Context: an optimization exercise on an open-source flow, tuned for small area and a short achievable clock period. The choices shown serve that exercise and are no tape-out recipe.
At most, simulation tests tie the RTL to the original design; equivalence was not proved.
The RTL of runs 2 and 3 was laid out without a check of its function.
Power and IR drop assume default switching activity. The flow treats the clock pin as an ideal source, which a real chip does not have.

## design.v

```verilog
module strawman_rx_fsm #(
  parameter int DATA_LINE_WIDTH = 40,
  parameter int WORD_SIZE       = 32,
  parameter int TIMEOUT_CYCLES  = 64
) (
  input  logic                       clk,
  input  logic                       rst,
  input  logic [DATA_LINE_WIDTH-1:0] i_flit,
  input  logic                       i_flit_valid,
  output logic [1075:0]              o_protocol_bus,
  output logic                       o_valid,
  input  logic                       i_ready,
  output logic                       o_err,
  output logic                       o_overflow,
  output logic                       o_busy
);
  typedef enum logic [1:0] {IDLE, EX_ADDR, DATA, DONE} state_t;
  state_t r_state, w_next;
  logic r_mode, r_valid, r_err, r_ovf;
  logic [2:0] r_cmd, r_len;
  logic [31:0] r_addr;
  logic [1023:0] r_data;
  logic [5:0] r_f1, r_f2, r_cnt;
  logic [1075:0] r_bus;
  logic w_hdr, w_bad, w_last, w_load, w_tmo, w_err;
  if (DATA_LINE_WIDTH != 40 || WORD_SIZE != 32 || TIMEOUT_CYCLES < 1) begin : g_bad_cfg
    $error("strawman_rx_fsm: unsupported parameter set");
  end
  assign w_hdr  = r_state == IDLE && i_flit_valid && i_flit[1];
  assign w_bad  = i_flit[4:2] > 3'd2 || i_flit[7:5] > 3'd5;
  assign w_last = r_cnt == (6'd1 << r_len) - 6'd1;
  assign w_load = r_state == DONE && (!r_valid || i_ready);
  assign w_tmo = 1'b0;
  always_ff @(posedge clk)
    r_state <= rst ? IDLE : w_next;
  always_comb begin
    w_next = r_state;
    w_err  = 1'b0;
    case (r_state)
      IDLE:    if (w_hdr) begin
                 w_err  = w_bad;
                 w_next = w_bad ? IDLE :
                          (!i_flit[0] && i_flit[4:2] == 3'd0) ? DONE :
                          (i_flit[0] && i_flit[4:2] != 3'd2) ? EX_ADDR : DATA;
               end
      EX_ADDR: if (i_flit_valid) w_next = r_cmd == 3'd0 ? DONE : DATA;
      DATA:    if (i_flit_valid && w_last) w_next = DONE;
      default: w_next = IDLE;
    endcase
    if (w_tmo) begin
      w_next = IDLE;
      w_err  = 1'b1;
    end
  end
  always_ff @(posedge clk) begin
    if (rst) begin
      r_mode  <= '0;
      r_cmd   <= '0;
      r_len   <= '0;
      r_addr  <= '0;
      r_data  <= '0;
      r_f1    <= '0;
      r_f2    <= '0;
      r_cnt   <= '0;
      r_bus   <= '0;
      r_valid <= '0;
      r_err   <= '0;
      r_ovf   <= '0;
    end else begin
      if (w_hdr && !w_bad) begin
        r_mode <= i_flit[0];
        r_cmd  <= i_flit[4:2];
        r_len  <= i_flit[7:5];
        r_addr <= (!i_flit[0] && i_flit[4:2] != 3'd2) ? i_flit[39:8] : 32'h0;
        r_f1   <= i_flit[0] ? i_flit[13:8] : 6'h0;
        r_f2   <= i_flit[0] ? i_flit[19:14] : 6'h0;
        r_data <= '0;
        r_cnt  <= '0;
      end
      if (r_state == EX_ADDR && i_flit_valid) r_addr <= i_flit[31:0];
      if (r_state == DATA && i_flit_valid) begin
        r_data[r_cnt[4:0] * WORD_SIZE +: WORD_SIZE] <= i_flit[WORD_SIZE-1:0];
        r_cnt <= r_cnt + 6'd1;
      end
      if (w_load) r_bus <= {r_f2, r_f1, r_data, r_addr, r_len, r_cmd, 1'b1, r_mode};
      r_valid <= w_load || (r_valid && !i_ready);
      if (r_state == DONE && !w_load) r_ovf <= 1'b1;
      r_err <= w_err;
    end
  end
  assign o_protocol_bus = r_bus;
  assign o_valid        = r_valid;
  assign o_err          = r_err;
  assign o_overflow     = r_ovf;
  assign o_busy         = r_state != IDLE;
endmodule
```

## run.sh

```bash
#!/bin/bash
# synth_recipe.tcl (not shown) runs the flow's synth.tcl, then flattens the netlist and writes it again
# the make line also repeats each setting of config.mk as NAME=value (left out here)
make -C /OpenROAD-flow-scripts/flow DESIGN_CONFIG=/design/flow/config.mk WORK_HOME=/design/flow/orfs CLKGATE_MAP_FILE= SYNTH_SCRIPT=/design/flow/synth_recipe.tcl finish
```

## config.mk

```make
export PLATFORM = sky130hd
export DESIGN_NAME = strawman_rx_fsm
export DESIGN_NICKNAME = strawman_rx_fsm
export VERILOG_FILES = /design/flow/design.v
export SDC_FILE = /design/flow/constraint.sdc
export NUM_CORES = 4
export LEC_CHECK = 0
export CAP_MARGIN = 20
export CORE_MARGIN = 2
export CORE_UTILIZATION = 40
export SLEW_MARGIN = 20
```

## constraint.sdc

```tcl
create_clock -name core_clock -period 5.0 [get_ports {clk}]
set_input_delay 1.0000 -clock core_clock [delete_from_list [all_inputs] [get_ports {clk}]]
set_output_delay 1.0000 -clock core_clock [all_outputs]
set_load 0.01 [all_outputs]
```

==> impl_metrics.json, run 1 <==
{
  "utilization_pct": 51.59,
  "r2r_slack_ps": 860,
  "criticalPathCategory": "reg2reg",
  "ys_seq_area_share_pct": 59.87,
  "postCtsSetupRepairBufs": 0,
  "die_area_um2": 184100,
  "rsz0062_at_grt": "no",
  "drt_iter0_drc": 6630,
  "ys_ff_latch": 2162,
  "firstDrtPassIters": 8,
  "leakage_nw": 30.77,
  "rr_worst_depth": 9,
  "synthesis.yosys.warnings": 1,
  "critPathTopFamily": "simple AND/OR/NAND/NOR gates",
  "cp_common_cell": "ha_1",
  "synthTopCellsByCount": "2374 x nand2_1, 2162 x dfxtp_1, 1166 x a21oi_1, 788 x nand3_1, 704 x o21ai_0",
  "drc": 0,
  "area_delta_synth_final_pct": 28.58,
  "io_buffers": 1123,
  "grt_max_degree": 212,
  "dp_hpwl_um": 182700,
  "insertion_delay_ps": 870,
  "fin_hold_ws_ps": 439.4,
  "finalNonFillerCells": 11800,
  "htree_levels": 4,
  "grt_pass1_wl_um": 408900,
  "cpPeakStageDelay_ps": 810,
  "power.density_nw_per_um2": 385.9,
  "cp-start-kind": "flip-flop",
  "rr_endpoint": "r_data[687]",
  "grt_pass1_vias": 58270,
  "cts_buffer_depth": 3,
  "tns_ps": 0,
  "postCtsHoldBufs": 0,
  "cts_resized": 0,
  "coreArea_um2": 180200,
  "hold_violations": 0,
  "clk_pin_slew_worst_paths_ps": 60,
  "cts_tree": "yes",
  "min_period_ps": 4142,
  "hold_depth": 2,
  "antenna_found_initial": 24,
  "yosysTopAreaCellShare_pct": 59.87,
  "nets": 9289,
  "async_flop_share_pct": 0,
  "syn-num-nets": 8541,
  "chipHeight_um": 429.1,
  "cts.sinks": 2162,
  "setup_viol": 0,
  "vias_per_cell": 5.462,
  "cp.required_ps": 5690,
  "synth.most_common_cell": "nand2_1",
  "cts-root-buf": "clkbuf_16",
  "rows": 156,
  "syn_area_um2": 72290,
  "syn_area_per_cell_um2": 8.515,
  "synthDistinctLibCells": 63,
  "min_to": "r_bus[791]",
  "clock_skew_ps": 23.01,
  "start_util_pct": 40.13,
  "synthCells": 8490,
  "routed_wl_um": 287000,
  "hp-start": "r_data[751]",
  "io_pins": 1124,
  "hp-class": "reg2reg",
  "cp.arrival_ps": 4830,
  "min_period_over_period_pct": 82.84,
  "synth_edf_count": 0,
  "cp_max_fo": 64,
  "worst_slew_pin_slew_ps": 1215,
  "ir_worst_vdd_mv": 0.3064,
  "vias": 64430,
  "slew_headroom_pct": 19.02,
  "synth_ff_type": "dfxtp_1",
  "grt.total_usage_pct": 29.78,
  "synth_area_leader_cell": "dfxtp_1",
  "end_kind": "flip-flop",
  "slew_viol_final": 0,
  "crit_chain": "inv_1, ha_1, nor3b_1, ha_1, nand2b_1, nor2_1, nand4_4, nand3_1, o21ai_0",
  "drv_cap": 0,
  "fmax_mhz": 241.4,
  "status": "finished clean",
  "timing.rr.start": "r_cnt[0]",
  "drive_above_1_share_pct": 6.425,
  "wl_per_cell_um": 24.33,
  "die_width_um": 429.1,
  "overflow": 0,
  "ant_nets": 0,
  "cts_buffers": 214,
  "gp_congestion": 0.8633,
  "critPathSlowestCell": "dfxtp_1",
  "crit_buf_inv": 1,
  "synth_area_leaders": "dfxtp_1 60%, nand2_1 12%, a21oi_1 8.1%",
  "dp_cells": 11390
}
final cells by class:
cell class / instances / area [µm²]
inverters: 10 / 37.54
multi-input cells: 5556 / 26170
clock inverters: 74 / 910.9
diodes: 10 / 25.02
fillers: 16920 / 87210
repair buffers: 1294 / 13170
well taps: 2370 / 2965
clock buffers: 320 / 6387
flip-flops and latches: 2162 / 43280
cells in the final DEF, fill, tap and decap left out, types with 57 or more instances in the layout:
| cell type | count |
|---|---|
| a21oi_1 | 1166 |
| a22o_1 | 129 |
| a22oi_1 | 64 |
| buf_4 | 121 |
| clkbuf_16 | 217 |
| clkbuf_8 | 57 |
| clkdlybuf4s50_1 | 1122 |
| dfxtp_1 | 2162 |
| nand2_1 | 2340 |
| nand3_1 | 788 |
| o21ai_0 | 704 |
| o21ai_1 | 132 |
where the power goes:
group | internal, mW | switching (mW) | leakage (nW)
Sequential | 17.3 | 0.0538 | 17.4
Combinational | 0.362 | 1.58 | 9.76
Clock | 9.57 | 7.01 | 3.61
worst reg2reg max path, stage by stage, from the launching register on:
cell,delay [ps]
dfxtp_1,810
inv_1,150
ha_1,340
nor3b_1,180
ha_1,420
nand2b_1,210
nor2_1,520
nand4_4,810
nand3_1,400
o21ai_0,130
worst max-delay path by stage:
stage	end	cells after the start	start	slack, ps
finish	r_data[687]	9	r_cnt[0]	860
global placement	r_data[951]	6	i_flit_valid	870
global route	r_data[700]	9	r_cnt[0]	550
CTS	r_data[687]	9	r_cnt[0]	880
detailed placement	r_data[697]	6	i_flit_valid	780
floorplan	r_data[896]	13	r_cnt[0]	2100
per-stage QoR:
step / instance area (µm²) / power (mW) / worst slack, ps
after floorplan: 72290 / 18.76 / 2099
after global routing: 92930 / 36.84 / 545.8
after detailed placement: 85600 / 19.66 / 776.4
after CTS: 92900 / 36.04 / 878.0
after global placement: 85550 / 19.64 / 866.6
final: 92950 / 35.87 / 857.8
cell families (layout without fill, tap and decap cells):
logic type	after synthesis	in the layout	share of synthesized area [%]
XOR/XNOR	3	3	0.04674
other	0	10	0
multiplexers	3	3	0.04500
buffers and inverters	772	1698	4.275
flip-flops	2162	2162	59.87
AND/OR/NAND/NOR	3323	3323	19.25
AO/OA/AOI/OAI	2220	2220	16.39
adder cells (fa/ha/maj)	7	7	0.1212
sequential cells by signal, indices dropped and copies added, names as in the netlist:
signal / flops
r_cnt: 6
r_valid: 1
r_mode: 1
r_f1: 6
r_err: 1
r_state: 2
r_ovf: 1
r_bus: 1076
r_len: 3
r_data: 1024
r_addr: 32
r_cmd: 3
r_f2: 6
per-layer routing:
| metal | vias up | part of all wire [%] | routed length, µm | track usage (%) |
|---|---|---|---|---|
| li1 | 29960 | - | - | - |
| met1 | 31280 | 41 | 119000 | 38.89 |
| met2 | 2631 | 46 | 131700 | 47.28 |
| met3 | 559 | 6.4 | 18300 | 4.010 |
| met4 | 0 | 6.3 | 18070 | 17.22 |
| met5 | - | 0 | 0 | 0 |
==> inputs of run 2 (changes only) <==
==> design.v (replaced) <==
module strawman_rx_fsm #(
  parameter int DATA_LINE_WIDTH = 40,
  parameter int WORD_SIZE       = 32,
  parameter int TIMEOUT_CYCLES  = 64
) (
  input  logic                       clk,
  input  logic                       rst,
  input  logic [DATA_LINE_WIDTH-1:0] i_flit,
  input  logic                       i_flit_valid,
  output logic [1075:0]              o_protocol_bus,
  output logic                       o_valid,
  input  logic                       i_ready,
  output logic                       o_err,
  output logic                       o_overflow,
  output logic                       o_busy
);
  if (DATA_LINE_WIDTH != 40 || WORD_SIZE != 32 || TIMEOUT_CYCLES < 1) begin : g_bad_cfg
    $error("strawman_rx_fsm: unsupported parameter set");
  end
  logic r_ex, r_dat, r_done, r_busy;
  logic r_valid, r_err, r_ovf;
  logic        rx_mode;
  logic [2:0]  rx_cmd, rx_len;
  logic        rx_azero;           
  logic [31:0] rx_addr;
  logic [5:0]  rx_f1, rx_f2;
  logic [1023:0] rx_data;
  logic [4:0]  r_cnt;
  logic        ob_mode;
  logic [2:0]  ob_cmd, ob_len;
  logic [31:0] ob_addr;
  logic [5:0]  ob_f1, ob_f2;
  logic [1023:0] ob_data;
  logic w_hdr, w_bad, w_good, w_last, w_dwe, w_exwe, w_load, w_hold;
  logic [2:0] h_cmd, h_len;
  logic h_mode;
  assign h_mode = i_flit[0];
  assign h_cmd  = i_flit[4:2];
  assign h_len  = i_flit[7:5];
  assign w_hdr  = !r_busy && i_flit_valid && i_flit[1];
  assign w_bad  = h_cmd > 3'd2 || h_len > 3'd5;
  assign w_good = w_hdr && !w_bad;
  assign w_last = r_cnt == 5'((6'd1 << rx_len) - 6'd1);
  assign w_dwe  = r_dat && i_flit_valid;
  assign w_exwe = r_ex && i_flit_valid;
  assign w_load = r_done && (!r_valid || i_ready);
  assign w_hold = r_valid && !i_ready;
  always_ff @(posedge clk) begin
    if (rst) begin
      r_ex    <= 1'b0;
      r_dat   <= 1'b0;
      r_done  <= 1'b0;
      r_busy  <= 1'b0;
      r_valid <= 1'b0;
      r_err   <= 1'b0;
      r_ovf   <= 1'b0;
    end else begin
      r_ex    <= w_good ? (h_mode && h_cmd != 3'd2) : (r_ex && !i_flit_valid);
      r_dat   <= w_good ? (h_cmd != 3'd0 && !(h_mode && h_cmd != 3'd2)) :
                 w_exwe ? (rx_cmd != 3'd0) : (r_dat && !(i_flit_valid && w_last));
      r_done  <= w_good ? (!h_mode && h_cmd == 3'd0) :
                 (w_exwe && rx_cmd == 3'd0) || (w_dwe && w_last);
      r_busy  <= w_good || (r_busy && !r_done);
      r_valid <= w_load || w_hold;
      r_err   <= w_hdr && w_bad;
      if (r_done && !w_load) r_ovf <= 1'b1;
    end
  end
  always_ff @(posedge clk) begin
    if (w_good) begin
      rx_mode  <= h_mode;
      rx_cmd   <= h_cmd;
      rx_len   <= h_len;
      rx_azero <= h_mode || h_cmd == 3'd2;
      rx_f1    <= i_flit[13:8];
      rx_f2    <= i_flit[19:14];
      rx_addr  <= i_flit[39:8];
      r_cnt    <= 5'd0;
    end else begin
      if (w_exwe) begin
        rx_addr  <= i_flit[31:0];
        rx_azero <= 1'b0;
      end
      if (w_dwe) r_cnt <= r_cnt + 5'd1;
    end
  end
  for (genvar k = 0; k < 32; k++) begin : g_word
    logic w_we, w_keep;
    assign w_we   = w_dwe && r_cnt == 5'(k);
    assign w_keep = r_dat && !(i_flit_valid && r_cnt == 5'(k));
    always_ff @(posedge clk)
      rx_data[32*k +: 32] <= (i_flit[31:0] & {32{w_we}}) | (rx_data[32*k +: 32] & {32{w_keep}});
  end
  always_ff @(posedge clk) begin
    ob_mode <= (rx_mode & w_load) | (ob_mode & w_hold);
    ob_cmd  <= (rx_cmd & {3{w_load}}) | (ob_cmd & {3{w_hold}});
    ob_len  <= (rx_len & {3{w_load}}) | (ob_len & {3{w_hold}});
    ob_addr <= (rx_addr & {32{w_load && !rx_azero}}) | (ob_addr & {32{w_hold}});
    ob_f1   <= (rx_f1 & {6{w_load && rx_mode}}) | (ob_f1 & {6{w_hold}});
    ob_f2   <= (rx_f2 & {6{w_load && rx_mode}}) | (ob_f2 & {6{w_hold}});
    ob_data <= (rx_data & {1024{w_load}}) | (ob_data & {1024{w_hold}});
  end
  assign o_protocol_bus = {ob_f2, ob_f1, ob_data, ob_addr, ob_len, ob_cmd, 1'b1, ob_mode};
  assign o_valid    = r_valid;
  assign o_err      = r_err;
  assign o_overflow = r_ovf;
  assign o_busy     = r_busy;
endmodule
==> run 2 against run 1 <==
  * Still clean
  * Die area decreased by 8.3%
  * Clock skew increased by 9.0 ps
  * Fmax increased by 35%
  * Clock power about the same
  * Highest routed layer is now met5
==> impl_metrics.json, run 2 <==
{
  "leakage_nw": 32.62,
  "power.density_nw_per_um2": 404.9,
  "vias_per_cell": 5.846,
  "coreArea_um2": 164600,
  "antenna_found_initial": 6,
  "place_area_um2": 78870,
  "die_width_um": 410.8,
  "vias": 48770,
  "rows": 149,
  "cp_max_fo": 32,
  "cts_buffer_depth": 3,
  "synth_area_leaders": "dfxtp_1 64%, a22o_1 28%, edfxtp_1 2.4%",
  "synth_edf_count": 52,
  "insertion_delay_ps": 860,
  "ir_worst_vdd_mv": 0.3634,
  "end_kind": "flip-flop",
  "fill_cells": 14010,
  "ys_ff_latch": 2163,
  "drive_above_1_share_pct": 8.539,
  "worst_slew_pin_slew_ps": 1207,
  "nets": 6024,
  "clk_pin_slew_worst_paths_ps": 60,
  "tns_ps": 0,
  "syn-num-nets": 5193,
  "slew_viol_final": 0,
  "firstDrtPassIters": 5,
  "ant_nets": 0,
  "fmax_mhz": 325.2,
  "cts-root-buf": "clkbuf_16",
  "hp-class": "reg2reg",
  "io_buffers": 1122,
  "area_delta_synth_final_pct": 30.01,
  "slew_headroom_pct": 19.53,
  "crit_buf_inv": 1,
  "synth.most_common_cell": "dfxtp_1",
  "chipHeight_um": 410.8,
  "synth_area_leader_cell": "dfxtp_1",
  "critPathSlowestCell": "nor3_1",
  "rsz0062_at_grt": "no",
  "async_flop_share_pct": 0,
  "overflow": 0,
  "routed_wl_um": 256300,
  "critPathTopFamily": "simple AND/OR/NAND/NOR gates",
  "cp.arrival_ps": 3850,
  "die_area_um2": 168800,
  "cts.sinks": 2163,
  "yosysTopAreaCellShare_pct": 63.84,
  "synthCells": 5142,
  "grt_pass1_vias": 45180,
  "synth_ff_type": "dfxtp_1",
  "wl_per_cell_um": 30.72,
  "cts_tree": "yes",
  "seqCellArea_um2": 43820,
  "synthesis.yosys.warnings": 1,
  "cp-start-kind": "input pin",
  "drv_cap": 0,
  "cpPeakStageDelay_ps": 930,
  "io_pins": 1124,
  "crit_chain": "clkdlybuf4s50_1, nand2_1, nor3_1, and2_2, a22o_1",
  "dp_hpwl_um": 156100,
  "cp.required_ps": 5770,
  "criticalPathCategory": "in2reg",
  "hold_violations": 0,
  "min_period_over_period_pct": 61.49,
  "drt_iter0_drc": 4957,
  "htree_levels": 4,
  "grt_max_degree": 193,
  "synthTopCellsByCount": "2111 x dfxtp_1, 2097 x a22o_1, 403 x clkbuf_1, 158 x buf_2, 101 x nand2_1",
  "postCtsSetupRepairBufs": 0,
  "syn_area_um2": 66200,
  "grt_pass1_wl_um": 353700,
  "drc": 0,
  "gp_congestion": 0.8117,
  "postCtsHoldBufs": 0,
  "cts_resized": 0,
  "final_cell_mix": "2110 x dfxtp_1, 2097 x a22o_1, 1090 x clkdlybuf4s50_1",
  "status": "finished clean",
  "syn_area_per_cell_um2": 12.87,
  "cts_buffers": 209,
  "setup_viol": 0,
  "layout_commonest_cell": "dfxtp_1",
  "ys_seq_area_share_pct": 66.19,
  "start_util_pct": 40.22,
  "design_area_um2": 86070,
  "largest_registers": "ob_data: 1024 flops, rx_data: 1024 flops",
  "synthDistinctLibCells": 49,
  "multi_input_area_um2": 20040,
  "clock_skew_ps": 32.00,
  "min_period_ps": 3075,
  "grt.total_usage_pct": 28.91
}
run 2: cell types whose count changed after synthesis, sizes merged, moves of 41 or more:
cell	before	now
a22oi	64	0
clkbuf	593	403
nor2	62	21
buf	169	212
a21oi	1166	4
dfxtp	2162	2111
nand3	794	7
a22o	129	2098
nand2	2374	101
edfxtp	0	52
o21ai	839	5
run 2: final cells by class:
cell class | instances | share of cell area, %
Tap cell | 2189 | 3.182
Clock buffer | 302 | 7.116
Sequential cell | 2163 | 50.92
Inverter | 6 | 0.02617
Antenna cell | 5 | 0.01454
Multi-Input combinational cell | 2358 | 23.29
Timing Repair Buffer | 1235 | 14.23
Clock inverter | 84 | 1.230
run 2: final timing paths:
| check | start | to | slack (ps) | cells past startpoint |
|---|---|---|---|---|
| worst min-delay path | rx_data[5] | ob_data[5] | 440 | 1 |
| worst max register to register | r_dat | rx_data[730] | 2010 | 4 |
| worst min register to register | rx_data[5] | ob_data[5] | 440 | 1 |
| worst max-delay path | i_flit_valid | rx_data[730] | 1930 | 5 |
run 2: cells by family after synthesis:
group / after synthesis / synth area share, %
AOI/OAI and AO/OA: 2152 / 28.36
xor gates and xnor gates: 6 / 0.07938
adders and majority gates: 7 / 0.1323
buffers and inverters: 621 / 3.854
DFF: 2163 / 66.19
muxes: 1 / 0.01701
other: 1 / 0.005664
and+or+nand+nor: 191 / 1.361
run 2: through the flow:
stage          instances  setup slack, ps  util [%]  power, mW  hold slack, ps
4_1_cts             8337             1967     52.28      35.05           426.3
6_report            8342             1925     52.28      34.85           443.0
2_1_floorplan       5142            922.4         -      18.24           427.8
3_3_place_gp        7949             1262     47.88      18.91           432.5
5_1_grt             8337             1859     52.28      35.77           453.8
3_5_place_dp        7951             1180     47.91      18.91           439.9
run 2: per-layer routing:
layer | up-vias | share of wire, % | track usage, %
met5 | - | 0.0027 | 0
met2 | 2114 | 46 | 45.49
met4 | 2 | 4.9 | 13.98
met3 | 431 | 8.1 | 7.833
li1 | 21240 | - | -
met1 | 24990 | 41 | 36.68
run 2: where the power goes:
part	switching [mW]	internal, mW	total, mW
clock	6.90	9.42	16.3
combinational	0.974	0.169	1.14
sequential	0.0424	17.3	17.4
==> inputs of run 3 (changes only) <==
--- a/config.mk
+++ b/config.mk
@@ -10,2 +10,3 @@
 export CORE_UTILIZATION = 40
+export SETUP_SLACK_MARGIN = 2.5
 export SLEW_MARGIN = 20
==> run 3 against run 2 <==
  * Cell area fell by 2.6%
  * Fmax rose by 19%
  * Hold slack worse by 11 ps
  * Critical endpoint is now rx_data[763]
  * Largest cell class unchanged
==> impl_metrics.json, run 3 <==
{
  "status": "finished clean",
  "wl_per_cell_um": 31.44,
  "cp.arrival_ps": 3370,
  "die_area_um2": 168800,
  "muxShareOfSynthArea_pct": 0.01701,
  "synth_top_family_by_area": "compound AO/OA/AOI/OAI gates",
  "utilization_pct": 50.93,
  "syn-num-nets": 5193,
  "synthesis.yosys.warnings": 1,
  "cts.sinks": 2163,
  "fin_ws_ps": 2421,
  "chipHeight_um": 410.8,
  "timing.rr.start": "r_cnt[3]",
  "ir_worst_vdd_mv": 0.3581,
  "fin_hold_ws_ps": 432.4,
  "tns_ps": 0,
  "grt_pass1_wl_um": 363400,
  "io_pins": 1124,
  "insertion_delay_ps": 870,
  "cts-root-buf": "clkbuf_16",
  "worst_slew_pin_slew_ps": 1192,
  "synth.most_common_cell": "dfxtp_1",
  "drive_above_1_share_pct": 29.62,
  "ant_nets": 0,
  "grt_pass1_vias": 46180,
  "die_width_um": 410.8,
  "cts_buffers": 212,
  "postCtsHoldBufs": 0,
  "synth_area_leaders": "dfxtp_1 64%, a22o_1 28%, edfxtp_1 2.4%",
  "min_period_ps": 2579,
  "cp.required_ps": 5790,
  "hold_violations": 0,
  "final_cell_mix": "2097 x a22o_1, 1824 x dfxtp_1, 630 x buf_2",
  "area_delta_synth_final_pct": 26.64,
  "hp-start": "rx_addr[12]",
  "firstDrtPassIters": 5,
  "ys_ff_latch": 2163,
  "syn_area_per_cell_um2": 12.87,
  "dp_hpwl_um": 158000,
  "cts_tree": "yes",
  "slew_headroom_pct": 20.55,
  "drv_cap": 0,
  "overflow": 0,
  "fill_cells": 14360,
  "rows": 149,
  "cp-start-kind": "input pin",
  "synth_edf_count": 52,
  "synth_compound_area_share_pct": 28.36,
  "synth_area_leader_cell": "dfxtp_1",
  "grt_max_degree": 215,
  "setup_viol": 0,
  "rr_worst_depth": 4,
  "largest_registers": "ob_data: 1024 flops, rx_data: 1024 flops",
  "async_flop_share_pct": 0,
  "cts_buffer_depth": 3,
  "power.density_nw_per_um2": 417.9,
  "synth_ff_type": "dfxtp_1",
  "seqCellArea_um2": 44410,
  "r2r_slack_ps": 2580,
  "vias_per_cell": 5.886,
  "drc": 0,
  "syn_area_um2": 66200,
  "rr_endpoint": "rx_data[763]",
  "yosys.area_share.simple_pct": 1.361,
  "min_period_over_period_pct": 51.59,
  "synth_xor_area_share_pct": 0.07938,
  "synthTopCellsByCount": "2111 x dfxtp_1, 2097 x a22o_1, 403 x clkbuf_1, 158 x buf_2, 101 x nand2_1",
  "place_ws_ps": 1196,
  "yosysTopAreaCellShare_pct": 63.84,
  "layout_commonest_cell": "a22o_1",
  "clk_pin_slew_worst_paths_ps": 60,
  "criticalPathCategory": "in2reg",
  "hp-class": "reg2reg",
  "min_to": "ob_addr[12]",
  "start_util_pct": 40.22,
  "multi_input_area_um2": 20200,
  "synthDistinctLibCells": 49,
  "fmax_mhz": 387.7,
  "leakage_nw": 34.72,
  "routed_wl_um": 263000,
  "end_kind": "flip-flop",
  "synthAdderAreaFrac_pct": 0.1323,
  "hold_depth": 1,
  "coreArea_um2": 164600,
  "rsz0062_at_grt": "yes",
  "ys_seq_area_share_pct": 66.19,
  "io_buffers": 1122,
  "p_total_mw": 35.03,
  "htree_levels": 4,
  "antenna_found_initial": 11,
  "vias": 49240,
  "gp_congestion": 0.8283,
  "nets": 6043,
  "grt.total_usage_pct": 29.64,
  "cp_max_fo": 16,
  "slew_viol_final": 0,
  "clock_skew_ps": 33.89,
  "synthCells": 5142,
  "drt_iter0_drc": 4719
}
==> run 3: cell types whose count changed in the layout (fill, tap and decap cells not counted), sizes merged <==
| cell | previous run | this run |
|---|---|---|
| clkdlybuf4s50 | 1090 | 11 |
| buf | 145 | 789 |
| clkdlybuf4s15 | 0 | 349 |
| clkbuf | 302 | 409 |
| clkinv | 51 | 58 |
| dlygate4sd2 | 0 | 6 |
| clkinvlp | 7 | 2 |
| bufinv | 17 | 13 |
| diode | 5 | 2 |
| a21boi | 18 | 20 |
| inv | 15 | 14 |
==> run 3: logic make-up after synthesis <==
kind of cell / after synthesis
flip-flops: 2163
AO/OA/AOI/OAI: 2152
buffers and inverters: 621
AND/OR/NAND/NOR: 191
adder cells (fa/ha/maj): 7
XOR/XNOR: 6
other: 1
multiplexers: 1
==> run 3: worst max-delay path: stages <==
cell             delay, ps
clkdlybuf4s50_1        530
buf_6                  230
nand2b_1               270
nor2_4                 150
a21boi_2               880
a22o_1                 280
==> run 3: through the flow <==
step,cell area (µm²),cells
2_1_floorplan,66250,5142
3_3_place_gp,78670,7941
3_5_place_dp,78830,7947
4_1_cts,84530,8353
5_1_grt,83840,8363
6_report,83840,8365
==> run 3: where the power goes <==
group / internal, mW / switching (mW) / leakage [nW]
logic: 0.232 / 1.04 / 13.5
registers: 17.3 / 0.0444 / 17.6
clock network: 9.41 / 7.01 / 3.60
total: 26.9 / 8.10 / 34.7
==> run 3: what timing repair did <==
item	4_1_cts	5_1_grt
endpoints found under the setup margin	2055	1090
gates resized for setup	4041	251
gates cloned	1	2
pin swaps	1	6
setup buffers	9	8
==> run 3: final cells by class <==
type,count,area share (%)
flip-flops and latches,2163,52.97
multi-input cells,2360,24.10
repair buffers,1249,10.95
clock buffers,315,7.484
well taps,2189,3.267
clock inverters,81,1.194
inverters,6,0.02985
diodes,2,0.005969
==> run 3: how the worst max path moves through the flow <==
stage	cells after the start	endpoint	startpoint
2_1_floorplan	5	rx_addr[0]	i_flit[6]
3_3_place_gp	6	rx_data[140]	i_flit_valid
3_5_place_dp	6	rx_data[197]	i_flit_valid
4_1_cts	1	o_protocol_bus[253]	ob_data[213]
5_1_grt	6	rx_data[206]	i_flit_valid
6_report	6	rx_data[763]	i_flit_valid
==> run 3: metal layers <==
metal  track usage [%]  routed length, µm  vias up
met5                 0                  0        -
met4             13.91              13320        0
met3             8.292              22440      441
met2             46.44             120300     2157
met1             37.78             106900    25380
li1                  -                  -    21260
==> inputs of run 4 (changes only) <==
--- a/design.v
+++ b/design.v
@@ -87,7 +87,7 @@
   for (genvar k = 0; k < 32; k++) begin : g_word
-    logic w_we, w_keep;
-    assign w_we   = w_dwe && r_cnt == 5'(k);
-    assign w_keep = r_dat && !(i_flit_valid && r_cnt == 5'(k));
+    logic w_sel, w_we;
+    assign w_sel = r_dat && r_cnt == 5'(k);
+    assign w_we  = w_sel && i_flit_valid;
     always_ff @(posedge clk)
-      rx_data[32*k +: 32] <= (i_flit[31:0] & {32{w_we}}) | (rx_data[32*k +: 32] & {32{w_keep}});
+      rx_data[32*k +: 32] <= (i_flit[31:0] & {32{w_we}}) | (rx_data[32*k +: 32] & {32{r_dat}});
   end
==> run 4 against run 3 <==
  * Non-clock buffer count down 34
  * Critical endpoint is now o_protocol_bus[672]
  * Global-route usage down 1.2 points
  * Still clean on timing, DRC and antenna
  * Sequential cell count unchanged
  * Hold slack better by 11 ps
  * Routed wire length down 4.3%
  * Sequential share of layout area down 0.50 points
  * First-iteration DRC count down 9.2%
  * Synthesized area up 0.12%
  * Utilization about the same
  * Final cell count down 0.98%
  * Critical path depth down 5
==> impl_metrics.json, run 4 <==
{
  "cpPeakStageDelay_ps": 340,
  "worst_slew_pin_slew_ps": 1232,
  "cts_tree": "yes",
  "hold_violations": 0,
  "setup_viol": 0,
  "rows": 149,
  "nets": 5967,
  "crit_start": "ob_data[632]",
  "critPathSlowestCell": "dfxtp_1",
  "rr_endpoint": "rx_data[198]",
  "syn_area_um2": 66280,
  "die_width_um": 411.1,
  "syn_area_per_cell_um2": 13.04,
  "routed_wl_um": 251600,
  "cp-start-kind": "flip-flop",
  "synth.most_common_cell": "dfxtp_1",
  "rr_worst_depth": 3,
  "cp.required_ps": 4000,
  "insertion_delay_ps": 850,
  "firstDrtPassIters": 5,
  "syn-num-nets": 5133,
  "cts_buffer_depth": 3,
  "r2r_slack_ps": 2680,
  "drive_above_1_share_pct": 25.12,
  "hp-start": "rx_data[180]",
  "fmax_mhz": 410.0,
  "crit_chain": "clkdlybuf4s15_2",
  "tns_ps": 0,
  "drv_cap": 0,
  "grt_max_degree": 213,
  "cts.sinks": 2163,
  "final_cell_mix": "2098 x a22o_1, 1963 x dfxtp_1, 475 x buf_2",
  "cts-root-buf": "clkbuf_16",
  "wl_per_cell_um": 30.37,
  "die_area_um2": 169000,
  "rsz0062_at_grt": "no",
  "async_flop_share_pct": 0,
  "min_period_ps": 2439,
  "critPathCapture": "o_protocol_bus[672]",
  "vias": 47930,
  "critPathTopFamily": "flip-flops",
  "dp_hpwl_um": 143800,
  "power.density_nw_per_um2": 404.7,
  "clk_pin_slew_worst_paths_ps": 60,
  "synth_area_leaders": "dfxtp_1 64%, a22o_1 28%, edfxtp_1 2.4%",
  "timing.rr.start": "r_dat",
  "chipHeight_um": 411.1,
  "hp-class": "reg2reg",
  "io_buffers": 1122,
  "utilization_pct": 50.91,
  "cp_max_fo": 2,
  "criticalPathCategory": "reg2out",
  "min_period_over_period_pct": 48.78,
  "synth_area_leader_cell": "dfxtp_1",
  "grt_pass1_wl_um": 349800,
  "vias_per_cell": 5.786,
  "ys_ff_latch": 2163,
  "leakage_nw": 33.98,
  "slew_viol_final": 0,
  "grt_pass1_vias": 45120,
  "htree_levels": 4,
  "grt.total_usage_pct": 28.41,
  "synth_ff_type": "dfxtp_1",
  "overflow": 0,
  "drc": 0,
  "cp.arrival_ps": 1440,
  "ir_worst_vdd_mv": 0.3528,
  "area_delta_synth_final_pct": 26.59,
  "cp.depth": 1,
  "clock_skew_ps": 32.85,
  "largest_registers": "ob_data: 1024 flops, rx_data: 1024 flops",
  "synthTopCellsByCount": "2111 x dfxtp_1, 2098 x a22o_1, 285 x clkbuf_1, 198 x buf_2, 96 x nand2_1",
  "layout_commonest_cell": "a22o_1",
  "ant_nets": 0,
  "end_kind": "primary output",
  "io_pins": 1124,
  "slew_headroom_pct": 17.87,
  "synth_edf_count": 52,
  "gp_congestion": 0.8237,
  "ys_seq_area_share_pct": 66.12,
  "synthesis.yosys.warnings": 1,
  "synthDistinctLibCells": 52,
  "fill_cells": 14420,
  "status": "finished clean",
  "drt_iter0_drc": 4285,
  "start_util_pct": 40.22,
  "antenna_found_initial": 8,
  "coreArea_um2": 164800,
  "crit_buf_inv": 1,
  "synthCells": 5082,
  "cts_buffers": 209,
  "yosysTopAreaCellShare_pct": 63.76
}
-- run 4: changes by cell type in the layout (fill, tap and decap cells not counted), moves of 15 or more --
cell and delta:
clkdlybuf4s15_2 +129, a21boi_4 -15, clkdlybuf4s15_1 +80, dlygate4sd2_1 +21
clkbuf_2 -71, clkbuf_1 +17, clkinv_2 -21, dfxtp_1 +139
and2_1 -25, dfxtp_2 -53, buf_2 -155, buf_4 -35
dfxtp_4 -86
-- run 4: routing by layer --
| metal | vias up | track usage (%) | share of wire (%) |
|---|---|---|---|
| met5 | - | 0 | 0 |
| met4 | 0 | 11.37 | 4.1 |
| met3 | 404 | 9.076 | 8.9 |
| met2 | 1963 | 44.32 | 46 |
| met1 | 24530 | 36.41 | 41 |
| li1 | 21030 | - | - |
-- run 4: final cells by class --
cell class                 instances  area (µm²)  area share, %
clock buffer                     336        6394          7.620
timing repair buffer            1215       10330          12.31
inverter                           6       25.02        0.02982
antenna                            3       7.507       0.008947
tap                             2189        2739          3.264
sequential                      2163       44020          52.47
clock inverter                    50       570.5         0.6800
multi-input combinational       2321       19820          23.62
-- run 4: metrics by stage --
stage          hold WS, ps  total power [mW]  setup slack [ps]  instances  area, µm²
3_3_place_gp         436.3             18.42              1305       7866      78150
4_1_cts              450.3             34.17              2307       8274      83960
5_1_grt              466.8             34.87              2500       8281      83900
2_1_floorplan        427.6             18.03              2519       5082      66290
3_5_place_dp         440.9             18.42              1278       7866      78150
6_report             443.0             33.95              2561       8283      83900
-- run 4: logic make-up (layout without fill, tap and decap cells) --
group | count (synthesis) | after routing | share of synthesized area (%)
xor+xnor | 8 | 8 | 0.1057
mux | 1 | 1 | 0.01510
other cells | 1 | 4 | 0.005658
flops | 2163 | 2163 | 66.12
simple gates | 176 | 184 | 1.312
compound gates | 2120 | 2120 | 28.01
fa+ha+maj | 7 | 7 | 0.1321
buf+inv | 606 | 1607 | 4.304
-- run 4: worst min-delay path by stage --
| stage | to | cells after the start |
|---|---|---|
| 2_1_floorplan | ob_mode | 1 |
| 3_3_place_gp | ob_f1[1] | 1 |
| 3_5_place_dp | ob_f1[1] | 1 |
| 4_1_cts | ob_data[141] | 1 |
| 5_1_grt | ob_data[313] | 1 |
| 6_report | ob_data[180] | 1 |
-- run 4: what timing repair did --
item,in CTS,in global routing
hold endpoints to repair,0,0
pin swaps,8,1
resized for setup,3739,61
setup buffers,9,4
cloned,13,2
hold buffers,0,0
endpoints found under the setup margin,2467,858
-- run 4: report_power, final --
| part | leakage (nW) | total, mW | internal, mW | switching, mW |
|---|---|---|---|---|
| clock network | 3.42 | 15.9 | 9.11 | 6.78 |
| registers | 17.5 | 17.4 | 17.3 | 0.0310 |
| logic | 13.0 | 0.709 | 0.101 | 0.608 |
| total | 34.0 | 34.0 | 26.5 | 7.42 |
==> inputs of run 5 (changes only) <==
==> flow/run.sh (new file) <==
#!/bin/bash
cp standard.sh standard.sh.txt
export BUFFER_PORTS_ARGS="-buffer_cell sky130_fd_sc_hd__buf_2"
bash standard.sh > standard.log 2>&1
==> standard.sh (new file) <==
#!/bin/bash
# synth_recipe.tcl (not shown) runs the flow's synth.tcl, then flattens the netlist and writes it again
# the make line also repeats each setting of config.mk as NAME=value (left out here)
make -C /OpenROAD-flow-scripts/flow DESIGN_CONFIG=/design/flow/config.mk WORK_HOME=/design/flow/orfs CLKGATE_MAP_FILE= SYNTH_SCRIPT=/design/flow/synth_recipe.tcl "${@:-finish}"
removed: run.sh
==> run 5 against run 4 <==
  * Still clean on timing, DRC and antenna
  * Setup slack got worse by 110 ps
  * Synthesized area is the same
  * Final cell count barely moved
  * Clock power up 5%
  * Cell area down 4.0%
  * Clock-buffer cell count decreased by 46
  * Utilization fell by 2.0 points
  * Largest cell class unchanged
==> impl_metrics.json, run 5 <==
{
  "status": "finished clean",
  "rr_worst_depth": 4,
  "cts-root-buf": "clkbuf_16",
  "largest_registers": "ob_data: 1024 flops, rx_data: 1024 flops",
  "overflow": 0,
  "htree_levels": 4,
  "tns_ps": 0,
  "power.density_nw_per_um2": 431.5,
  "die_width_um": 411.1,
  "syn-num-nets": 5133,
  "postCtsHoldBufs": 0,
  "hold_violations": 0,
  "clk_pin_slew_worst_paths_ps": 60,
  "grt_pass1_wl_um": 339500,
  "fill_cells": 14620,
  "coreArea_um2": 164800,
  "leakage_nw": 34.92,
  "ant_nets": 0,
  "p_total_mw": 34.77,
  "crit_start": "r_valid",
  "synthCells": 5082,
  "drive_above_1_share_pct": 26.70,
  "cp.arrival_ps": 3340,
  "utilization_pct": 48.89,
  "dp_hpwl_um": 139600,
  "synth_edf_count": 52,
  "slew_viol_final": 0,
  "yosysTopAreaCellShare_pct": 63.76,
  "cts_tree": "yes",
  "firstDrtPassIters": 5,
  "syn_area_um2": 66280,
  "worst_slew_pin_slew_ps": 1187,
  "fin_hold_ws_ps": 408.2,
  "met3_usage_pct": 7.971,
  "synth.most_common_cell": "dfxtp_1",
  "cts_buffer_depth": 3,
  "place_area_um2": 72760,
  "r2r_slack_ps": 2450,
  "crit_buf_inv": 2,
  "ys_seq_area_share_pct": 66.12,
  "ir_worst_vdd_mv": 0.3624,
  "synthTopCellsByCount": "2111 x dfxtp_1, 2098 x a22o_1, 285 x clkbuf_1, 198 x buf_2, 96 x nand2_1",
  "synth_area_leader_cell": "dfxtp_1",
  "cts_buffers": 207,
  "rsz0062_at_grt": "yes",
  "wl_per_cell_um": 29.32,
  "finalNonFillerCells": 8284,
  "layout_commonest_cell": "dfxtp_1",
  "nets": 5968,
  "critPathSlowestCell": "buf_4",
  "drc": 0,
  "insertion_delay_ps": 870,
  "async_flop_share_pct": 0,
  "drv_cap": 0,
  "use_met1_pct": 35.49,
  "p_clk_share_pct": 48.1,
  "antenna_found_initial": 8,
  "criticalPathCategory": "reg2reg",
  "die_area_um2": 169000,
  "p_sw_share_pct": 21.71,
  "cp_max_fo": 168,
  "vias": 48040,
  "syn_area_per_cell_um2": 13.04,
  "min_period_over_period_pct": 51.05,
  "vias_per_cell": 5.799,
  "switchingPower_mw": 7.548,
  "timing.rr.start": "r_valid",
  "cp-start-kind": "flip-flop",
  "routed_wl_um": 242900,
  "synthDistinctLibCells": 52,
  "io_buffers": 1122,
  "area_delta_synth_final_pct": 21.57,
  "grt_pass1_vias": 44730,
  "ys_ff_latch": 2163,
  "place_ws_ps": 1589,
  "cts.sinks": 2163,
  "rows": 149,
  "chipHeight_um": 411.1,
  "grt_util_met2_pct": 41.97,
  "synth_ff_type": "dfxtp_1",
  "start_util_pct": 40.22,
  "setup_viol": 0,
  "fin_ws_ps": 2447,
  "internal_power_mw": 27.22,
  "drt_iter0_drc": 4682,
  "dp_cells": 7876,
  "hp-class": "in2reg",
  "final_cell_mix": "2100 x dfxtp_1, 2098 x a22o_1, 1080 x buf_2",
  "gp_congestion": 0.8162,
  "p_comb_share_pct": 2.0,
  "grt_max_degree": 218,
  "cp.required_ps": 5790,
  "grt-busiest-layer": "met2",
  "synth_area_leaders": "dfxtp_1 64%, a22o_1 28%, edfxtp_1 2.4%",
  "slew_headroom_pct": 20.84,
  "power_frac_seq_pct": 49.9,
  "design_area_um2": 80580,
  "critPathCapture": "ob_data[901]",
  "synthesis.yosys.warnings": 1,
  "critPathTopFamily": "buffers and inverters",
  "crit_chain": "nor2b_4, buf_16, buf_4, a22o_1",
  "io_pins": 1124,
  "cp.depth": 4,
  "min_period_ps": 2553,
  "end_kind": "flip-flop",
  "cpPeakStageDelay_ps": 750,
  "rr_endpoint": "ob_data[901]",
  "grt.total_usage_pct": 27.37,
  "clock_skew_ps": 45.28,
  "fmax_mhz": 391.8
}
[run 5: cell counts after synthesis]
No cell type changed its count.
[run 5: metal layers]
metal | share of wire [%] | routed length, µm | vias up
li1 | - | - | 21010
met1 | 42 | 101300 | 24440
met2 | 45 | 108600 | 2131
met3 | 8.7 | 21120 | 458
met4 | 4.9 | 11840 | 2
met5 | 0.0049 | 12 | -
[run 5: repair_timing]
item	4_1_cts	5_1_grt
endpoints found under the setup margin	1513	248
buffers inserted	14	0
pin swaps	8	0
cloned	7	0
resized for setup	43	7
[run 5: cell type report]
| cell class | instances | area, µm² | area share [%] |
|---|---|---|---|
| Inverter | 6 | 22.52 | 0.02795 |
| Clock buffer | 290 | 6001 | 7.447 |
| Tap cell | 2189 | 2739 | 3.399 |
| Clock inverter | 93 | 1344 | 1.668 |
| Multi-Input combinational cell | 2318 | 19780 | 24.55 |
| Sequential cell | 2163 | 43850 | 54.41 |
| Timing Repair Buffer | 1221 | 6833 | 8.480 |
| Antenna cell | 4 | 10.01 | 0.01242 |
[run 5: worst min-delay path: stages]
cell,delay [ps]
buf_2,80
nand2_1,40
nand2_1,50
[run 5: worst min path at each step]
stage                     startpoint  slack, ps  cells past startpoint          end
final                     i_flit[39]        410                      3  rx_addr[31]
after global routing      i_flit[39]        360                      3  rx_addr[31]
after CTS                 i_flit[36]        330                      3  rx_addr[28]
after detailed placement    rx_f2[0]        440                      1     ob_f2[0]
after global placement       ob_mode        430                      1      ob_mode
after floorplan              ob_mode        430                      1      ob_mode
[run 5: kinds of logic after synthesis]
family / count (synthesis) / synth area share, %
fa+ha+maj: 7 / 0.1321
xor+xnor: 8 / 0.1057
other cells: 1 / 0.005658
simple gates: 176 / 1.312
buf+inv: 606 / 4.304
mux: 1 / 0.01510
compound gates: 2120 / 28.01
flops: 2163 / 66.12
[run 5: power groups by stage]
stage | clock (mW) | sequential (mW) | combinational (mW)
global placement | 0 | 17.7 | 0.671
finish | 16.7 | 17.4 | 0.689
CTS | 16.9 | 17.4 | 0.689
floorplan | 0 | 17.7 | 0.306
global route | 17.6 | 17.3 | 0.701
detailed placement | 0 | 17.7 | 0.673
==> inputs of run 6 (changes only) <==
--- a/config.mk
+++ b/config.mk
@@ -10,3 +10,5 @@
 export CORE_UTILIZATION = 40
-export SETUP_SLACK_MARGIN = 2.5
+export CTS_CLUSTER_DIAMETER = 120
+export CTS_CLUSTER_SIZE = 30
+export SETUP_SLACK_MARGIN = 3.0
 export SLEW_MARGIN = 20
==> run 6 against run 5 <==
  * Still clean on timing, DRC and antenna
  * Sequential power about the same
  * Sequential share of layout area down 5.8 points
  * Clock power down 49%
  * Cell area up 16%
  * Non-clock buffer count up 641
  * Hold slack better by 44 ps
  * Utilization up 7.6 points
  * Final cell count up 4.4%
  * Synthesized area unchanged
  * Register-to-register slack better by 210 ps
  * Clock-buffer cell count down 198
  * Highest routed layer unchanged
==> impl_metrics.json, run 6 <==
{
  "gp_congestion": 0.8203,
  "worst_slew_pin_slew_ps": 1315,
  "cts_tree": "yes",
  "insertion_delay_ps": 770,
  "hold_violations": 0,
  "cp.depth": 1,
  "grt_pass1_vias": 47700,
  "ys_ff_latch": 2163,
  "fmax_mhz": 421.0,
  "min_period_over_period_pct": 47.50,
  "drt_iter0_drc": 5510,
  "criticalPathCategory": "reg2out",
  "critPathTopFamily": "flip-flops",
  "rsz0062_at_grt": "yes",
  "die_area_um2": 169000,
  "hold_depth": 1,
  "cp-start-kind": "flip-flop",
  "start_util_pct": 40.22,
  "cts_buffer_depth": 3,
  "utilization_pct": 56.48,
  "hp-class": "reg2reg",
  "synth_edf_count": 52,
  "syn_area_um2": 66280,
  "cts_buffers": 83,
  "synth_area_leader_cell": "dfxtp_1",
  "drc": 0,
  "antenna_found_initial": 17,
  "htree_levels": 3,
  "synthTopCellsByCount": "2111 x dfxtp_1, 2098 x a22o_1, 285 x clkbuf_1, 198 x buf_2, 96 x nand2_1",
  "grt.total_usage_pct": 30.03,
  "synthCells": 5082,
  "synthDistinctLibCells": 52,
  "p_total_mw": 26.75,
  "cp_max_fo": 2,
  "die_width_um": 411.1,
  "end_kind": "primary output",
  "nets": 6491,
  "synthesis.yosys.warnings": 1,
  "overflow": 0,
  "firstDrtPassIters": 7,
  "slew_viol_final": 0,
  "grt_pass1_wl_um": 370600,
  "rr_worst_depth": 14,
  "vias_per_cell": 5.996,
  "final_cell_mix": "2098 x a22o_1, 1135 x buf_6, 1065 x dfxtp_2",
  "crit_buf_inv": 1,
  "vias": 51860,
  "wl_per_cell_um": 32.17,
  "ys_seq_area_share_pct": 66.12,
  "clk_pin_slew_worst_paths_ps": 120,
  "crit_chain": "buf_6",
  "leakage_nw": 38.33,
  "cp.required_ps": 4000,
  "min_period_ps": 2375,
  "grt_max_degree": 215,
  "area_delta_synth_final_pct": 40.44,
  "cts-root-buf": "clkbuf_16",
  "synth_ff_type": "dfxtp_1",
  "chipHeight_um": 411.1,
  "cp.arrival_ps": 1380,
  "async_flop_share_pct": 0,
  "status": "finished clean",
  "drive_above_1_share_pct": 48.04,
  "tns_ps": 0,
  "critPathSlowestCell": "dfxtp_4",
  "cts.sinks": 2163,
  "coreArea_um2": 164800,
  "ir_worst_vdd_mv": 0.3707,
  "io_buffers": 1122,
  "synth_area_leaders": "dfxtp_1 64%, a22o_1 28%, edfxtp_1 2.4%",
  "fill_cells": 13100,
  "synth.most_common_cell": "dfxtp_1",
  "syn-num-nets": 5133,
  "drv_cap": 0,
  "slew_headroom_pct": 12.34,
  "cpPeakStageDelay_ps": 480,
  "clock_skew_ps": 46.19,
  "dp_hpwl_um": 146300,
  "io_pins": 1124,
  "rows": 149,
  "power.density_nw_per_um2": 287.3,
  "ant_nets": 0,
  "largest_registers": "ob_data: 1024 flops, rx_data: 1024 flops",
  "routed_wl_um": 278300,
  "setup_viol": 0,
  "yosysTopAreaCellShare_pct": 63.76,
  "syn_area_per_cell_um2": 13.04,
  "layout_commonest_cell": "a22o_1"
}
run 6: cell counts after synthesis:
No cell type changed its count.
run 6: path summary, 6_finish.rpt:
kind                            slack [ps]      from      endpoint
worst max register to register        2660   r_valid  ob_data[572]
worst min register to register         450  rx_f2[5]      ob_f2[5]
worst min-delay path                   450  rx_f2[5]      ob_f2[5]
worst max-delay path                  2620     r_ovf    o_overflow
run 6: stage by stage:
| stage | cells | setup slack, ps | hold slack, ps | area [µm²] |
|---|---|---|---|---|
| after floorplan | 5082 | 2560 | 427.2 | 66920 |
| after global placement | 7890 | 1318 | 440.6 | 72930 |
| after detailed placement | 7892 | 1260 | 443.3 | 72980 |
| after CTS | 8474 | 2579 | 453.3 | 90260 |
| after global routing | 8649 | 2592 | 478.0 | 93080 |
| final | 8650 | 2625 | 452.6 | 93080 |
run 6: logic make-up (layout without fill, tap and decap cells):
logic type | count (synthesis) | in the layout | synth area share [%]
AND/OR/NAND/NOR | 176 | 187 | 1.312
multiplexers | 1 | 1 | 0.01510
adder cells (fa/ha/maj) | 7 | 7 | 0.1321
buffers and inverters | 606 | 1970 | 4.304
other | 1 | 5 | 0.005658
XOR/XNOR | 8 | 8 | 0.1057
flip-flops | 2163 | 2163 | 66.12
AO/OA/AOI/OAI | 2120 | 2120 | 28.01
run 6: layout make-up:
class	count	area [µm²]	share of cell area [%]
sequential	2163	45230	48.59
antenna	4	10.01	0.01075
inverter	6	35.03	0.03764
multi-input combinational	2324	19930	21.41
timing repair buffer	1862	22820	24.52
clock buffer	92	2111	2.268
clock inverter	10	207.7	0.2231
tap	2189	2739	2.942
run 6: metal layers:
layer / up-vias / track usage, % / wire length [µm]
met5: - / 0 / 12
met4: 2 / 13.05 / 14700
met3: 525 / 7.745 / 25190
met2: 2594 / 47.28 / 127100
met1: 26770 / 38.90 / 111200
li1: 21970 / - / -
run 6: what timing repair did:
| item | 4_1_cts | 5_1_grt |
|---|---|---|
| hold buffers | 0 | 0 |
| resized for setup | 2974 | 106 |
| endpoints found under the hold margin | 0 | 0 |
| setup buffers | 376 | 109 |
| pin swaps | 25 | 23 |
| gates cloned | 104 | 63 |
| endpoints found under the setup margin | 3272 | 2982 |
run 6: where the power goes:
group	switching (mW)	total (mW)	leakage (nW)	internal, mW
clock network	5.43	8.60	1.12	3.17
logic	0.665	0.813	19.2	0.149
registers	0.0324	17.3	18.0	17.3
total	6.13	26.7	38.3	20.6
==> inputs of run 7 (changes only) <==
==> flow/run.sh (replaced) <==
#!/bin/bash
cp standard.sh standard.sh.txt
export BUFFER_PORTS_ARGS="-buffer_cell sky130_fd_sc_hd__buf_2"
export CTS_ARGS="-sink_clustering_enable -repair_clock_nets -sink_clustering_size 30 -sink_clustering_max_diameter 120 -dont_use_dummy_load"
bash standard.sh > standard.log 2>&1
--- a/config.mk
+++ b/config.mk
@@ -10,5 +10,3 @@
 export CORE_UTILIZATION = 40
-export CTS_CLUSTER_DIAMETER = 120
-export CTS_CLUSTER_SIZE = 30
-export SETUP_SLACK_MARGIN = 3.0
+export SETUP_SLACK_MARGIN = 2.6
 export SLEW_MARGIN = 20
==> run 7 against run 6 <==
  * Still clean on timing, DRC and antenna
  * Final cell count fell by 7.5%
  * Hold slack got worse by 36 ps
  * Fmax rose by 0.56%
  * Non-clock buffer count fell by 623
  * Cell area fell by 19%
  * Sequential share of layout area rose by 9.3 points
  * Synthesized area did not move
  * Critical endpoint is now ob_data[621]
  * Highest routed layer unchanged
==> impl_metrics.json, run 7 <==
{
  "status": "finished clean",
  "design_area_um2": 75740,
  "hold_violations": 0,
  "min_period_over_period_pct": 47.24,
  "synth_area_leader_cell": "dfxtp_1",
  "rsz0062_at_grt": "yes",
  "gp_congestion": 0.8090,
  "cts_tree": "yes",
  "setup_viol": 0,
  "nets": 5866,
  "routed_wl_um": 242500,
  "power.density_nw_per_um2": 346.8,
  "cts_buffers": 83,
  "htree_levels": 3,
  "grt_max_degree": 210,
  "layout_commonest_cell": "dfxtp_1",
  "leakage_nw": 32.51,
  "drc": 0,
  "grt.total_usage_pct": 27.11,
  "syn_area_um2": 66280,
  "cp.arrival_ps": 3010,
  "power_frac_seq_pct": 66.0,
  "syn_area_per_cell_um2": 13.04,
  "start_util_pct": 40.22,
  "worst_slew_pin_slew_ps": 1306,
  "multi_input_area_um2": 19830,
  "end_kind": "flip-flop",
  "seqCellArea_um2": 43830,
  "p_sw_share_pct": 22.26,
  "clock_skew_ps": 101.6,
  "drt_iter0_drc": 4338,
  "cpPeakStageDelay_ps": 430,
  "coreArea_um2": 164800,
  "ir_worst_vdd_mv": 0.3063,
  "final_cell_mix": "2108 x dfxtp_1, 2098 x a22o_1, 1093 x buf_2",
  "synthCells": 5082,
  "tns_ps": 0,
  "synth_ff_type": "dfxtp_1",
  "largest_registers": "ob_data: 1024 flops, rx_data: 1024 flops",
  "io_pins": 1124,
  "die_area_um2": 169000,
  "area_delta_synth_final_pct": 14.28,
  "cts_buffer_depth": 3,
  "overflow": 0,
  "top_layer": "met5",
  "synthesis.yosys.warnings": 1,
  "drive_above_1_share_pct": 23.76,
  "fin_ws_ps": 2638,
  "ant_nets": 0,
  "grt_pass1_vias": 43170,
  "slew_headroom_pct": 12.93,
  "min_period_ps": 2362,
  "hp-class": "reg2reg",
  "routed-wl-met2_um": 110100,
  "synth_edf_count": 52,
  "p_clk_share_pct": 31.3,
  "place_ws_ps": 1701,
  "wl_per_cell_um": 30.29,
  "cp.required_ps": 5650,
  "clk_pin_slew_worst_paths_ps": 120,
  "internal_power_mw": 20.42,
  "vias_per_cell": 5.894,
  "vias": 47180,
  "fmax_mhz": 423.4,
  "fill_cells": 15000,
  "cts-root-buf": "clkbuf_16",
  "chipHeight_um": 411.1,
  "wl_met3_um": 21750,
  "cts.sinks": 2163,
  "io_buffers": 1122,
  "critPathSlowestCell": "buf_16",
  "firstDrtPassIters": 7,
  "drv_cap": 0,
  "ys_seq_area_share_pct": 66.12,
  "cp_max_fo": 101,
  "slew_viol_final": 0,
  "synthTopCellsByCount": "2111 x dfxtp_1, 2098 x a22o_1, 285 x clkbuf_1, 198 x buf_2, 96 x nand2_1",
  "synth.most_common_cell": "dfxtp_1",
  "die_width_um": 411.1,
  "insertion_delay_ps": 720,
  "ys_ff_latch": 2163,
  "cp_common_cell": "buf_16",
  "crit_chain": "nor2b_4, buf_16, buf_12, buf_16, a22o_1",
  "async_flop_share_pct": 0,
  "antenna_found_initial": 7,
  "wl_met1_um": 100700,
  "place_area_um2": 72830,
  "criticalPathCategory": "reg2reg",
  "switchingPower_mw": 5.849,
  "grt_pass1_wl_um": 335900,
  "syn-num-nets": 5133,
  "yosysTopAreaCellShare_pct": 63.76,
  "dp_hpwl_um": 141900,
  "synth_area_leaders": "dfxtp_1 64%, a22o_1 28%, edfxtp_1 2.4%",
  "rows": 149,
  "p_comb_share_pct": 2.7,
  "cp-start-kind": "flip-flop",
  "synthDistinctLibCells": 52
}
## run 7: cell counts after synthesis
No cell type changed its count.
## run 7: area by class of cell
class / count / area share [%]
well taps: 2189 / 3.616
flip-flops and latches: 2163 / 57.86
repair buffers: 1239 / 9.556
multi-input cells: 2322 / 26.18
inverters: 6 / 0.02973
diodes: 3 / 0.009911
clock buffers: 83 / 2.742
## run 7: metal layers
metal / GRT usage [%] / vias to the layer above
li1: - / 20630
met1: 35.48 / 24200
met2: 42.69 / 1972
met3: 7.459 / 377
met4: 10.10 / 4
met5: 0 / -
## run 7: metrics by stage
stage	instances	hold WS [ps]	utilization [%]	total power, mW
after floorplan	5082	427.6	-	18.03
after detailed placement	7874	437.5	44.19	18.43
after CTS	7995	421.8	45.87	26.38
after global placement	7872	427.5	44.16	18.42
final	8005	417.1	45.96	26.27
after global routing	8003	437.7	45.96	27.00
## run 7: power by group through the flow
stage / Clock [mW] / Combinational [mW] / Sequential, mW
6_report: 8.21 / 0.709 / 17.3
4_1_cts: 8.33 / 0.703 / 17.3
2_1_floorplan: 0 / 0.307 / 17.7
3_3_place_gp: 0 / 0.679 / 17.7
3_5_place_dp: 0 / 0.683 / 17.7
5_1_grt: 8.92 / 0.720 / 17.4
## run 7: cell families after synthesis
family,synth area share [%]
multiplexers,0.01510
AND/OR/NAND/NOR,1.312
other,0.005658
XOR/XNOR,0.1057
AO/OA/AOI/OAI,28.01
buffers and inverters,4.304
adder cells (fa/ha/maj),0.1321
flip-flops,66.12
## run 7: path summary, 6_finish.rpt
path / startpoint / to / slack (ps) / cells after the start
setup reg to reg: r_valid / ob_data[621] / 2640 / 5
hold / removal: rx_addr[6] / ob_addr[6] / 420 / 1
setup / recovery: r_valid / ob_data[621] / 2640 / 5
hold reg to reg: rx_addr[6] / ob_addr[6] / 420 / 1
## run 7: timing repair
action                     in CTS  in global routing
setup endpoints to repair    1517                143
hold buffers                    0                  0
gates resized for setup        35                  6
buffers inserted               25                  4
pin swaps                      14                  0
gates cloned                   13                  2
## run 7: critical path: cells and delay by family, from the launching register on
family / cells / cell delay [ps]
flip-flops: 1 / 410
AO/OA/AOI/OAI: 1 / 220
buffers and inverters: 3 / 1120
AND/OR/NAND/NOR: 1 / 280
==> inputs of run 8 (changes only) <==
--- a/config.mk
+++ b/config.mk
@@ -10,3 +10,3 @@
 export CORE_UTILIZATION = 40
-export SETUP_SLACK_MARGIN = 2.6
+export SETUP_SLACK_MARGIN = 2.7
 export SLEW_MARGIN = 20
==> run 8 against run 7 <==
  * Still clean on timing, DRC and antenna
  * Utilization rose by 1.3 points
  * Power barely moved
  * Clock-buffer cell count did not move
  * Combinational power rose by 1%
  * Routed wire length rose by 0.43%
  * Synthesized area did not move
  * Global-route usage rose by 0.14 points
  * Hold slack got worse by 1.2 ps
  * Critical endpoint is now ob_data[534]
  * Highest routed layer is now met4
==> impl_metrics.json, run 8 <==
{
  "fmax_mhz": 419.3,
  "grt_pass1_wl_um": 337500,
  "muxShareOfSynthArea_pct": 0.01510,
  "drv_cap": 0,
  "status": "finished clean",
  "synth_xor_area_share_pct": 0.1057,
  "synth_area_leader_cell": "dfxtp_1",
  "yosys.area_share.simple_pct": 1.312,
  "cts.sinks": 2163,
  "synth_area_leaders": "dfxtp_1 64%, a22o_1 28%, edfxtp_1 2.4%",
  "htree_levels": 3,
  "synthCells": 5082,
  "insertion_delay_ps": 720,
  "drt_iter0_drc": 4481,
  "synthesis.yosys.warnings": 1,
  "syn_area_um2": 66280,
  "gp_congestion": 0.8090,
  "synth_top_family_by_area": "compound AO/OA/AOI/OAI gates",
  "chipHeight_um": 411.1,
  "io_pins": 1124,
  "criticalPathCategory": "reg2reg",
  "min_period_ps": 2385,
  "cp.required_ps": 5610,
  "cts_tree": "yes",
  "die_area_um2": 169000,
  "synth_compound_area_share_pct": 28.01,
  "tns_ps": 0,
  "cpPeakStageDelay_ps": 390,
  "ys_seq_area_share_pct": 66.12,
  "syn-num-nets": 5133,
  "min_period_over_period_pct": 47.70,
  "ant_nets": 0,
  "crit_chain": "nor2b_4, buf_4, nor2b_4, buf_12, buf_12, buf_16, a22o_1",
  "slew_headroom_pct": 18.48,
  "largest_registers": "ob_data: 1024 flops, rx_data: 1024 flops",
  "start_util_pct": 40.22,
  "wl_per_cell_um": 30.37,
  "worst_slew_pin_slew_ps": 1223,
  "async_flop_share_pct": 0,
  "final_cell_mix": "2098 x a22o_1, 1686 x dfxtp_1, 735 x buf_2",
  "rsz0062_at_grt": "yes",
  "firstDrtPassIters": 5,
  "grt_pass1_vias": 43570,
  "area_delta_synth_final_pct": 17.63,
  "clock_skew_ps": 98.84,
  "synthDistinctLibCells": 52,
  "cp_max_fo": 151,
  "synthTopCellsByCount": "2111 x dfxtp_1, 2098 x a22o_1, 285 x clkbuf_1, 198 x buf_2, 96 x nand2_1",
  "vias": 47200,
  "cp-start-kind": "flip-flop",
  "drc": 0,
  "clk_pin_slew_worst_paths_ps": 110,
  "coreArea_um2": 164800,
  "cts_buffers": 83,
  "cp.arrival_ps": 3000,
  "io_buffers": 1122,
  "synthAdderAreaFrac_pct": 0.1321,
  "grt_max_degree": 210,
  "nets": 5879,
  "power.density_nw_per_um2": 337.1,
  "drive_above_1_share_pct": 31.19,
  "antenna_found_initial": 9,
  "hold_violations": 0,
  "yosysTopAreaCellShare_pct": 63.76,
  "ir_worst_vdd_mv": 0.3079,
  "setup_viol": 0,
  "die_width_um": 411.1,
  "critPathSlowestCell": "dfxtp_4",
  "slew_viol_final": 0,
  "syn_area_per_cell_um2": 13.04,
  "ys_ff_latch": 2163,
  "leakage_nw": 32.88,
  "synth_ff_type": "dfxtp_1",
  "synth_edf_count": 52,
  "overflow": 0,
  "dp_hpwl_um": 141900,
  "finalNonFillerCells": 8018,
  "end_kind": "flip-flop",
  "rows": 149,
  "layout_commonest_cell": "a22o_1",
  "dp_cells": 7874,
  "routed_wl_um": 243500,
  "hp-class": "reg2reg",
  "cts_buffer_depth": 3,
  "synth.most_common_cell": "dfxtp_1",
  "vias_per_cell": 5.886,
  "grt.total_usage_pct": 27.25,
  "cts-root-buf": "clkbuf_16"
}
-- run 8: area by class of cell --
class	instances	area, µm²
clock buffer	83	2077
tap	2189	2739
sequential	2163	44370
antenna	3	7.507
timing repair buffer	1252	8899
inverter	6	22.52
multi-input combinational	2322	19850
fill	14790	86840
-- run 8: what timing repair did --
action | CTS | global route
cloned | 13 | 2
buffers inserted | 35 | 7
endpoints found under the setup margin | 2196 | 642
pin swaps | 14 | 2
hold buffers | 0 | 0
resized for setup | 822 | 126
-- run 8: report_power, final --
group	leakage (nW)	internal, mW	total, mW	switching [mW]
logic	14.2	0.0990	0.719	0.620
clock network	1.02	3.01	8.22	5.21
registers	17.7	17.3	17.3	0.0290
-- run 8: cell families (layout without fill, tap and decap cells) --
family | count (synthesis) | count (layout)
xor gates and xnor gates | 8 | 8
other | 1 | 4
AOI/OAI and AO/OA | 2120 | 2120
buffers and inverters | 606 | 1341
muxes | 1 | 1
and+or+nand+nor | 176 | 185
DFF | 2163 | 2163
adders and majority gates | 7 | 7
-- run 8: layer usage --
layer,up-vias,GRT usage (%),share of wire (%)
met2,1976,42.88,46
met1,24230,35.53,41
met5,-,0,0
met4,0,10.48,4.1
met3,348,7.524,8.9
li1,20650,-,-
-- run 8: worst paths after layout --
path | start | endpoint | slack (ps) | cells past startpoint
worst min register to register | rx_addr[6] | ob_addr[6] | 420 | 1
worst max register to register | r_valid | ob_data[534] | 2610 | 7
worst max-delay path | r_valid | ob_data[534] | 2610 | 7
worst min-delay path | rx_addr[6] | ob_addr[6] | 420 | 1
-- run 8: worst max-delay path: cells and delay by family (launching register included) --
kind | cells | cell delay [ps]
flops | 1 | 390
compound gates | 1 | 220
buf+inv | 4 | 970
simple gates | 2 | 300
-- run 8: per-stage QoR --
stage | cell area (µm²) | util (%) | setup slack [ps] | hold WS (ps) | total power [mW]
detailed placement | 72830 | 44.19 | 1701 | 437.5 | 18.43
floorplan | 66300 | - | 2559 | 427.6 | 18.03
global route | 77960 | 47.30 | 2644 | 437.6 | 27.00
finish | 77960 | 47.31 | 2615 | 415.9 | 26.28
CTS | 77560 | 47.06 | 2677 | 421.7 | 26.37
global placement | 72780 | 44.16 | 1715 | 427.5 | 18.42

-- what the ideal ports hide --
No port has a modelled driver above. Below, the same layouts with a new extraction and two added sets of constraints.
Step 1, drivers: a clkbuf_16 drives clk and a buf_2 each remaining input, both assumed.
Step 2 also shifts input and output timing later by t, the mid clock arrival at the registers, as if the neighbouring blocks saw the same clock.
a / b / c = ideal / step 1 / step 2; a / b = the first two.
| run | t, ns | slack for setup (ns) | clock arrival spread, ns |
|---|---|---|---|
| run 1 | 0.938 | 0.858 / 0.858 / 0.666 | 0.031 / 0.031 |
| run 2 | 0.935 | 1.925 / 1.917 / 0.981 | 0.039 / 0.039 |
| run 3 | 0.938 | 2.421 / 2.447 / 1.545 | 0.051 / 0.051 |
| run 4 | 0.921 | 2.561 / 2.468 / 1.656 | 0.040 / 0.040 |
| run 5 | 0.929 | 2.447 / 2.447 / 1.648 | 0.057 / 0.058 |
| run 6 | 0.823 | 2.625 / 2.539 / 2.105 | 0.061 / 0.061 |
| run 7 | 0.771 | 2.638 / 2.587 / 1.816 | 0.133 / 0.132 |
| run 8 | 0.781 | 2.615 / 2.615 / 1.886 | 0.134 / 0.134 |
After both steps every run listed still meets setup and hold. For run 2, which loses most, drivers alone change the setup slack by -0.008 ns; drivers and shift together by -0.944 ns.
